Context: an optimization exercise on an open-source flow, tuned for small area. The choices shown serve that exercise and are no tape-out recipe. RTL that was checked went through simulation tests only; none was proved equivalent to the original. Power is estimated from default activity; no workload was simulated. The flow treats the clock pin as an ideal source, which a real chip does not have.

## the previous run
==> flow/design.v <==
`timescale 1ns / 1ps
`timescale 1ns / 1ps
`timescale 1ns / 1ps
`timescale 1ns / 1ps
module double_ended_queue_top (
   input  logic        clock,
   input  logic        reset,
   input  logic        req_tvalid,
   output logic        req_tready,
   input  logic [31:0] req_tdata,
   input  logic [2:0]  req_tuser,
   output logic        rsp_tvalid,
   input  logic        rsp_tready,
   output logic [31:0] rsp_tdata,
   output logic [1:0]  rsp_tuser,
   output logic        rsp_tlast
);
   logic [31:0] mem [16];
   logic [3:0] head_ff, tailp1_ff;
   logic       full_ff, dump_ff;
   logic       rsp_valid_ff, rsp_isdata_ff, rsp_last_ff;
   logic [1:0] rsp_stat_ff;
   logic [3:0] rsp_idx_ff;
   logic       out_free, accept, is_empty;
   logic [3:0] head_dec, head_inc, tailp1_dec, tailp1_inc, idx_inc;
   assign out_free   = !rsp_valid_ff || rsp_tready;
   assign req_tready = !dump_ff && out_free;
   assign accept     = req_tvalid && req_tready;
   assign is_empty   = (head_ff == tailp1_ff) && !full_ff;
   assign head_dec   = head_ff - 4'd1;
   assign head_inc   = head_ff + 4'd1;
   assign tailp1_dec = tailp1_ff - 4'd1;
   assign tailp1_inc = tailp1_ff + 4'd1;
   assign idx_inc    = rsp_idx_ff + 4'd1;
   logic       do_push, do_pop, op_back;
   assign op_back = req_tuser[0];
   assign do_push = accept && (req_tuser[2:1] == 2'b00) && !full_ff;
   assign do_pop  = accept && (req_tuser[2:1] == 2'b01) && !is_empty;
   logic [3:0] waddr;
   assign waddr = op_back ? tailp1_ff : head_dec;
   genvar gi;
   generate
      for (gi = 0; gi < 16; gi++) begin : g_mem
         always_ff @(posedge clock) begin
            if (do_push && waddr == 4'(gi)) mem[gi] <= req_tdata;
         end
      end
   endgenerate
   always_ff @(posedge clock) begin
      if (reset) begin
         head_ff      <= '0;
         tailp1_ff    <= '0;
         full_ff      <= 1'b0;
         dump_ff      <= 1'b0;
         rsp_valid_ff <= 1'b0;
      end else begin
         if (rsp_tready) rsp_valid_ff <= 1'b0;
         if (dump_ff) begin
            if (out_free) begin
               rsp_valid_ff <= 1'b1;
               if (idx_inc == tailp1_dec) dump_ff <= 1'b0;
            end
         end else if (accept) begin
            unique case (req_tuser)
               3'd0, 3'd1: begin
                  rsp_valid_ff <= 1'b1;
                  if (!full_ff) begin
                     if (op_back) tailp1_ff <= tailp1_inc;
                     else         head_ff   <= head_dec;
                     full_ff <= (op_back ? tailp1_inc : tailp1_ff) == (op_back ? head_ff : head_dec);
                  end
               end
               3'd2, 3'd3: begin
                  rsp_valid_ff <= 1'b1;
                  if (!is_empty) begin
                     if (op_back) tailp1_ff <= tailp1_dec;
                     else         head_ff   <= head_inc;
                     full_ff <= 1'b0;
                  end
               end
               3'd4: begin
                  if (is_empty) rsp_valid_ff <= 1'b1;
                  else          dump_ff      <= 1'b1;
               end
               default: begin
               end
            endcase
         end
      end
   end
   always_ff @(posedge clock) begin
      if (dump_ff) begin
         if (out_free) begin
            rsp_idx_ff    <= idx_inc;
            rsp_isdata_ff <= 1'b1;
            rsp_stat_ff   <= 2'd0;
            rsp_last_ff   <= (idx_inc == tailp1_dec);
         end
      end else if (accept) begin
         rsp_last_ff   <= 1'b1;
         rsp_isdata_ff <= do_pop;
         rsp_idx_ff    <= (req_tuser == 3'd4) ? head_dec : (op_back ? tailp1_dec : head_ff);
         rsp_stat_ff   <= (req_tuser[2:1] == 2'b00) ? (full_ff ? 2'd2 : 2'd0) : (is_empty ? 2'd1 : 2'd0);
      end
   end
   logic [15:0] rsel;
   always_comb begin
      for (int i = 0; i < 16; i++) rsel[i] = rsp_isdata_ff && rsp_idx_ff == 4'(i);
   end
   generate
      for (gi = 0; gi < 32; gi++) begin : g_rd
         logic [15:0] col;
         for (genvar j = 0; j < 16; j++) begin : g_col
            assign col[j] = mem[j][gi];
         end
         deq_rd_bit u_rd (.d(col), .s(rsel), .y(rsp_tdata[gi]));
      end
   endgenerate
   assign rsp_tvalid = rsp_valid_ff;
   assign rsp_tuser  = rsp_stat_ff;
   assign rsp_tlast  = rsp_last_ff;
endmodule
module deq_rd_bit (
   input  logic [15:0] d,
   input  logic [15:0] s,
   output logic        y
);
   logic [5:0] n;
   for (genvar k = 0; k < 5; k++) begin : g_aoi
      deq_aoi222 u_aoi (.a(d[3*k+2:3*k]), .b(s[3*k+2:3*k]), .y(n[k]));
   end
   deq_nand2 u_nand (.a(d[15]), .b(s[15]), .y(n[5]));
   deq_nand6 u_or (.a(n), .y(y));
endmodule
module deq_aoi222 (
   input  logic [2:0] a,
   input  logic [2:0] b,
   output logic       y
);
   assign y = !((a[0] & b[0]) | (a[1] & b[1]) | (a[2] & b[2]));
endmodule
module deq_nand2 (
   input  logic a,
   input  logic b,
   output logic y
);
   assign y = !(a & b);
endmodule
module deq_nand6 (
   input  logic [5:0] a,
   output logic       y
);
   assign y = !(&a);
endmodule
==> flow/config.mk <==
export PLATFORM = sky130hd
export DESIGN_NAME = double_ended_queue_top
export DESIGN_NICKNAME = double_ended_queue_top
export VERILOG_FILES = /design/flow/design.v
export SDC_FILE = /design/flow/constraint.sdc
export NUM_CORES = 4
export LEC_CHECK = 0
export CAP_MARGIN = 20
export CORE_MARGIN = 2
export CORE_UTILIZATION = 60
export SLEW_MARGIN = 20
export SYNTH_HIERARCHICAL = 1
==> flow/constraint.sdc <==
create_clock -name core_clock -period 5.0 [get_ports {clock}]
set_input_delay 1.0000 -clock core_clock [delete_from_list [all_inputs] [get_ports {clock}]]
set_output_delay 1.0000 -clock core_clock [all_outputs]
set_load 0.01 [all_outputs]
standard.sh (not shown) runs the stock make flow with config.mk's settings and CLKGATE_MAP_FILE= SYNTH_SCRIPT=/design/flow/synth_recipe.tcl, a recipe that flattens the netlist after the stock synthesis.
==> flow/flow/run.sh <==
#!/bin/bash
# Standard ORFS layout (the standard.sh), with two changes:
#  - port buffers are buf_1 cells instead of the tool's default pick;
#  - CTS clusters more sinks per leaf buffer and adds no dummy loads.
# make's full output goes to standard.log; ORFS keeps each step's log under orfs/logs.
set -euo pipefail
bash standard.sh \
  "BUFFER_PORTS_ARGS=-buffer_cell sky130_fd_sc_hd__buf_1" \
  "CTS_ARGS=-sink_clustering_enable -repair_clock_nets -dont_use_dummy_load -buf_list sky130_fd_sc_hd__clkbuf_16 -sink_clustering_size 32 -sink_clustering_max_diameter 150" \
  finish > standard.log 2>&1
Modified inputs, the current run compared to the previous run
-- flow/design.v --
<<< the previous run, line 39
   logic [3:0] waddr;
   assign waddr = op_back ? tailp1_ff : head_dec;
   genvar gi;
   generate
      for (gi = 0; gi < 16; gi++) begin : g_mem
         always_ff @(posedge clock) begin
            if (do_push && waddr == 4'(gi)) mem[gi] <= req_tdata;
         end
      end
>>> the current run, line 39
   logic [3:0] waddr;
   assign waddr = op_back ? tailp1_ff : head_dec;
   logic [15:0] we_lo, we_hi;
   deq_dec u_wdec_lo (.en(do_push), .a(waddr), .y(we_lo));
   deq_dec u_wdec_hi (.en(do_push), .a(waddr), .y(we_hi));
   genvar gi;
   generate
      for (gi = 0; gi < 16; gi++) begin : g_mem
         always_ff @(posedge clock) begin
            if (we_lo[gi]) mem[gi][15:0]  <= req_tdata[15:0];
            if (we_hi[gi]) mem[gi][31:16] <= req_tdata[31:16];
         end
      end
<<< the previous run, line 104
      end
   end
   logic [15:0] rsel;
   always_comb begin
      for (int i = 0; i < 16; i++) rsel[i] = rsp_isdata_ff && rsp_idx_ff == 4'(i);
   end
   generate
      for (gi = 0; gi < 32; gi++) begin : g_rd
>>> the current run, line 108
      end
   end
   logic [15:0] rsel_lo, rsel_hi;
   deq_dec u_rdec_lo (.en(rsp_isdata_ff), .a(rsp_idx_ff), .y(rsel_lo));
   deq_dec u_rdec_hi (.en(rsp_isdata_ff), .a(rsp_idx_ff), .y(rsel_hi));
   generate
      for (gi = 0; gi < 32; gi++) begin : g_rd
<<< the previous run, line 114
            assign col[j] = mem[j][gi];
         end
         deq_rd_bit u_rd (.d(col), .s(rsel), .y(rsp_tdata[gi]));
      end
   endgenerate
>>> the current run, line 117
            assign col[j] = mem[j][gi];
         end
         deq_rd_bit u_rd (.d(col), .s(gi < 16 ? rsel_lo : rsel_hi), .y(rsp_tdata[gi]));
      end
   endgenerate
<<< the previous run, line 120
   assign rsp_tuser  = rsp_stat_ff;
   assign rsp_tlast  = rsp_last_ff;
endmodule
module deq_rd_bit (
>>> the current run, line 123
   assign rsp_tuser  = rsp_stat_ff;
   assign rsp_tlast  = rsp_last_ff;
endmodule
module deq_dec (
   input  logic        en,
   input  logic [3:0]  a,
   output logic [15:0] y
);
   always_comb begin
      for (int i = 0; i < 16; i++) y[i] = en && a == 4'(i);
   end
endmodule
module deq_rd_bit (
==> comparison <==
Re post-route clock period utilization: the current run is 5.9 points up on the previous run. Diff the current run..the previous run | power | negligible. The current run: setup slack of the most critical reg-to-reg path is 110 ps lower than what the previous run reported. Diff the previous run -> the current run: CTS buffer count stayed essentially flat; leakage power summed over all cells rose by about 1.2%; total half-perimeter wirelength after legalization and detailed placement rose by 4.3%; standard cell core area stayed essentially flat; clock input transition at the sequential cells of the worst setup and hold paths rose by 30 ps. End of the critical path = rsp_tdata[29]: the previous run; end of the critical path = rsp_tdata[7]: the current run. Sort the previous run and the current run by sequential-to-total area share from yosys stat, ascending, and the current run comes first. Of the previous run and the current run, the run reporting the lower post-synthesis simple-gate area fraction was the previous run. As far as clock distribution power is concerned, the current run and the previous run perform about the same.
For the current run, only the layout was checked, not whether the RTL still works.

==> what the ideal ports hide <==
Ports are ideal in the flow. The routed layouts listed here were re-timed in OpenROAD. Step 1 assumes that a clkbuf_16 drives the clock port and a buf_2 every other input. Step 2, shift: input delay + t, output delay - t, t = (earliest + latest rising clock arrival at the registers) / 2. This alone moves slack from input paths to output paths. a / b / c = ideal / step 1 / step 2; a / b = the first two.
run	shift t [ns]	slack for setup (ns)	worst slew at a driven data input, ns
the previous run	0.589	0.897 / 0.844 / 1.432	0.06
the current run	0.589	0.602 / 0.551 / 1.140	0.08
After both steps setup and hold are still met in every run listed.
